Source: an optimization exercise on an open RTL-to-GDS flow (aim: small area, a short achievable clock period and few clock cycles). Production flows keep margins and buffers that such runs may drop.
The RTL was checked by simulation tests, not by an equivalence proof against the original design.

## raven
## md_ctrl
module md_ctrl (
   input  logic        clk,
   input  logic        rst_n,
   input  logic        md_start,
   input  logic [1:0]  md_op,
   input  logic [31:0] md_a,
   input  logic [31:0] md_b,
   input  logic        md_flush,
   input  logic        md_rd_hi,
   input  logic        md_rd_lo,
   input  logic        md_wr_hi,
   input  logic        md_wr_lo,
   output logic        md_stall,
   output logic        md_busy,
   output logic        md_done,
   output logic [31:0] hi,
   output logic [31:0] lo
);
export LEC_CHECK = 0
export ABC_AREA = 1
export CAP_MARGIN = 5
export CORE_MARGIN = 2
export CORE_UTILIZATION = 40
export CTS_BUF_LIST = sky130_fd_sc_hd__clkbuf_8
export SETUP_SLACK_MARGIN = 5
export SLEW_MARGIN = 5
create_clock -name core_clock -period 12.0 [get_ports {clk}]
standard.sh (not shown) runs the stock make flow with config.mk's settings and CLKGATE_MAP_FILE= SYNTH_SCRIPT=/design/flow/synth_recipe.tcl, a recipe that flattens the netlist after the stock synthesis.
==> flow/flow/run.sh <==
#!/bin/bash
set -euo pipefail
bash standard.sh SETUP_SLACK_MARGIN=6.2 "BUFFER_PORTS_ARGS=-buffer_cell sky130_fd_sc_hd__buf_1" finish > make_finish.log 2>&1
Testbench counts of raven, summed over its fixed seeds: cycles 28,931.
Input-level comparison between harbor and raven:
# raven
export LEC_CHECK = 0
export ABC_AREA = 1
export CAP_MARGIN = 5
export CORE_MARGIN = 2
export CORE_UTILIZATION = 40
export CTS_BUF_LIST = sky130_fd_sc_hd__clkbuf_8
export SETUP_SLACK_MARGIN = 5
export SLEW_MARGIN = 5
create_clock -name core_clock -period 12.0 [get_ports {clk}]
# harbor
export LEC_CHECK = 0
export ABC_AREA = 1
export CAP_MARGIN = 20
export CORE_MARGIN = 2
export CORE_UTILIZATION = 40
export SETUP_SLACK_MARGIN = 5
export SLEW_MARGIN = 20
create_clock -name core_clock -period 12.0 [get_ports {clk}]
Notes after the runs:
Later-pin clock latency in the skew report (harbor over raven): decrease, 0.08 ns
Going from raven to harbor, area occupied by registers closely matched the old numbers, post-synth net total comparable, number of violations reported at the end of detailed-routing iteration 0 now sits lower, area share of xor/xnor cells in the synthesized design stayed essentially flat.
Worst setup slack: harbor < raven
CTS clock-pin slew for the worst setup and hold paths was lower in harbor than in raven.
Summed negative setup slack over all endpoints came out exactly the same in harbor and raven.
Diff harbor and raven: highest attainable clock frequency higher in raven
Diff raven -> harbor | arrival time of the worst setup path | decrease of 0.04 ns
### harbor -> zinc
==> flow/flow/run.sh <==
#!/bin/bash
set -euo pipefail
bash standard.sh SETUP_SLACK_MARGIN=6.5 "BUFFER_PORTS_ARGS=-buffer_cell sky130_fd_sc_hd__buf_1" finish > make_finish.log 2>&1
Notes after the runs:
The share of final-layout standard cells stronger than drive strength 1 reported for zinc is greater than that of harbor by 3.3 points.
Per the comparison of zinc with harbor, count of cells resized by post-cts repair went up.

---

build 28:
Another version of the RTL of md_ctrl (not shown whole).
For scale: roughly 3,100 cells after synthesis, roughly 140 flip-flops.
Settings: LEC_CHECK=0, ABC_AREA=1, CAP_MARGIN=20, CORE_MARGIN=2, CORE_UTILIZATION=60, SETUP_SLACK_MARGIN=5, SLEW_MARGIN=20; clock period 12.0 ns.
run.sh (not shown) runs the stock make flow with config.mk's settings and CLKGATE_MAP_FILE= SYNTH_SCRIPT=/design/flow/synth_recipe.tcl, a recipe that flattens the netlist after the stock synthesis.
Stock flow here: none of the scripts above is used.
Testbench counts of build 28, summed over its fixed seeds: cycles 28,931.
The following lists how build 50 was set up differently from build 28:
Settings: a change of CORE_UTILIZATION from 60 to 40.
## What came out
Delta (build 50 minus build 28): number of slew-limit violations in the final report ~0 delta, register-to-register setup slack shows an increase of 220 ps, initial cell density of the core fell by 21 points, setup slack has increased, utilization -22 points.
Build 50 against build 28: sum of met3 wire segment lengths after detailed routing moved down; worst-case headroom to the max-slew limit level.
Via count was higher in the run labelled build 28.
Here is what was changed in the inputs of build 51 compared with build 50.
Settings: an added ABC_CLOCK_PERIOD_IN_PS of 5500; a deleted ABC_AREA that had been 1.
Results
- Summary — shortest clock period the worst path allows after layout, build 51 relative to build 50: higher, by 110 ps.
- Largest family of logic cells by synthesized area: compound AO/OA/AOI/OAI gates -> build 51, simple AND/OR/NAND/NOR gates -> build 50
- The adder-cell share of the synthesized area was comparable across build 50 and build 51.
- Summary of build 51 over build 50: final weighted congestion in routability-driven placement +about 0.3%, fraction of met3 tracks used by global routing +2.0 points.
- Simple logic cell fraction of the synthesized area: build 51 vs build 50 down 8.7 points
- Total wire length after detailed routing delta (build 51 − build 50): favourable
- Build 51 vs build 50, instance count: build 51 lower
- Taking build 50 as the reference, in build 51 global routing usage on met2 moved down; count of filler cells inserted in the layout shrank by 302.
## Diff of input files: build 95 against build 51
Settings: ABC_AREA newly set to 1; ABC_CLOCK_PERIOD_IN_PS removed (was 5500).
==> flow/flow/run.sh (new file) <==
#!/bin/bash
set -euo pipefail
bash standard.sh SETUP_SLACK_MARGIN=6.4 finish > make_finish.log 2>&1
==> flow/standard.sh (new file) <==
#!/bin/bash
# synth_recipe.tcl (not shown) runs the flow's synth.tcl, then flattens the netlist and writes it again
# the make line also repeats each setting of config.mk as NAME=value (left out here)
make -C /OpenROAD-flow-scripts/flow DESIGN_CONFIG=/design/flow/config.mk WORK_HOME=/design/flow/orfs CLKGATE_MAP_FILE= SYNTH_SCRIPT=/design/flow/synth_recipe.tcl "${@:-finish}"
removed: flow/run.sh
Notes after the runs:
[compare] base=build 51 new=build 95: final area went up 8.0%. Going from build 51 to build 95, the number of buffers and inverters on the critical path was found to have gone up by 4. Cell with the largest stage delay on the worst path = sky130_fd_sc_hd__fa_1: build 95; cell with the largest stage delay on the worst path = sky130_fd_sc_hd__a2111oi_0: build 51. In the reports for build 95 and build 51, the smaller net count reported at finish belongs to build 51. In the flow results for build 95 and build 51, the final worst-path setup slack is larger on build 95. Build 95 finished all stages; the layout is clean. The part of the Yosys area used for sequential elements was comparable across build 95 and build 51.

[separate check: timing with driven ports]
How much do the figures lean on ideal ports? The routed layouts below were timed once more, with nothing changed but the port constraints. Step 1 sets driving cells, clkbuf_16 on the clock port and buf_2 on the other inputs (assumed; they add their load-dependent delay and slew). Step 2 times the ports against the registers' clock, not the clock port: input delays grow and output delays shrink by t, the midpoint of the rising clock arrivals with the driver on. a / b / c = ideal / step 1 / step 2; a / b = the first two.
run | t (ns) | setup WS [ns] | worst slew at a driven data input, ns
raven | 0.621 | 6.359 / 6.359 / 5.984 | 0.04
harbor | 0.552 | 6.316 / 6.316 / 5.957 | 0.04
zinc | 0.543 | 6.501 / 6.501 / 6.205 | 0.04
build 28 | 0.497 | 5.193 / 5.193 / 5.193 | 0.06
build 50 | 0.536 | 5.412 / 5.412 / 5.412 | 0.05
build 51 | 0.550 | 5.307 / 5.307 / 5.307 | 0.04
build 95 | 0.544 | 6.402 / 6.402 / 6.066 | 0.04
After both steps setup and hold are still met in every run listed. For raven, which loses most, drivers alone change the setup slack by 0.000 ns; drivers and shift together by -0.375 ns.
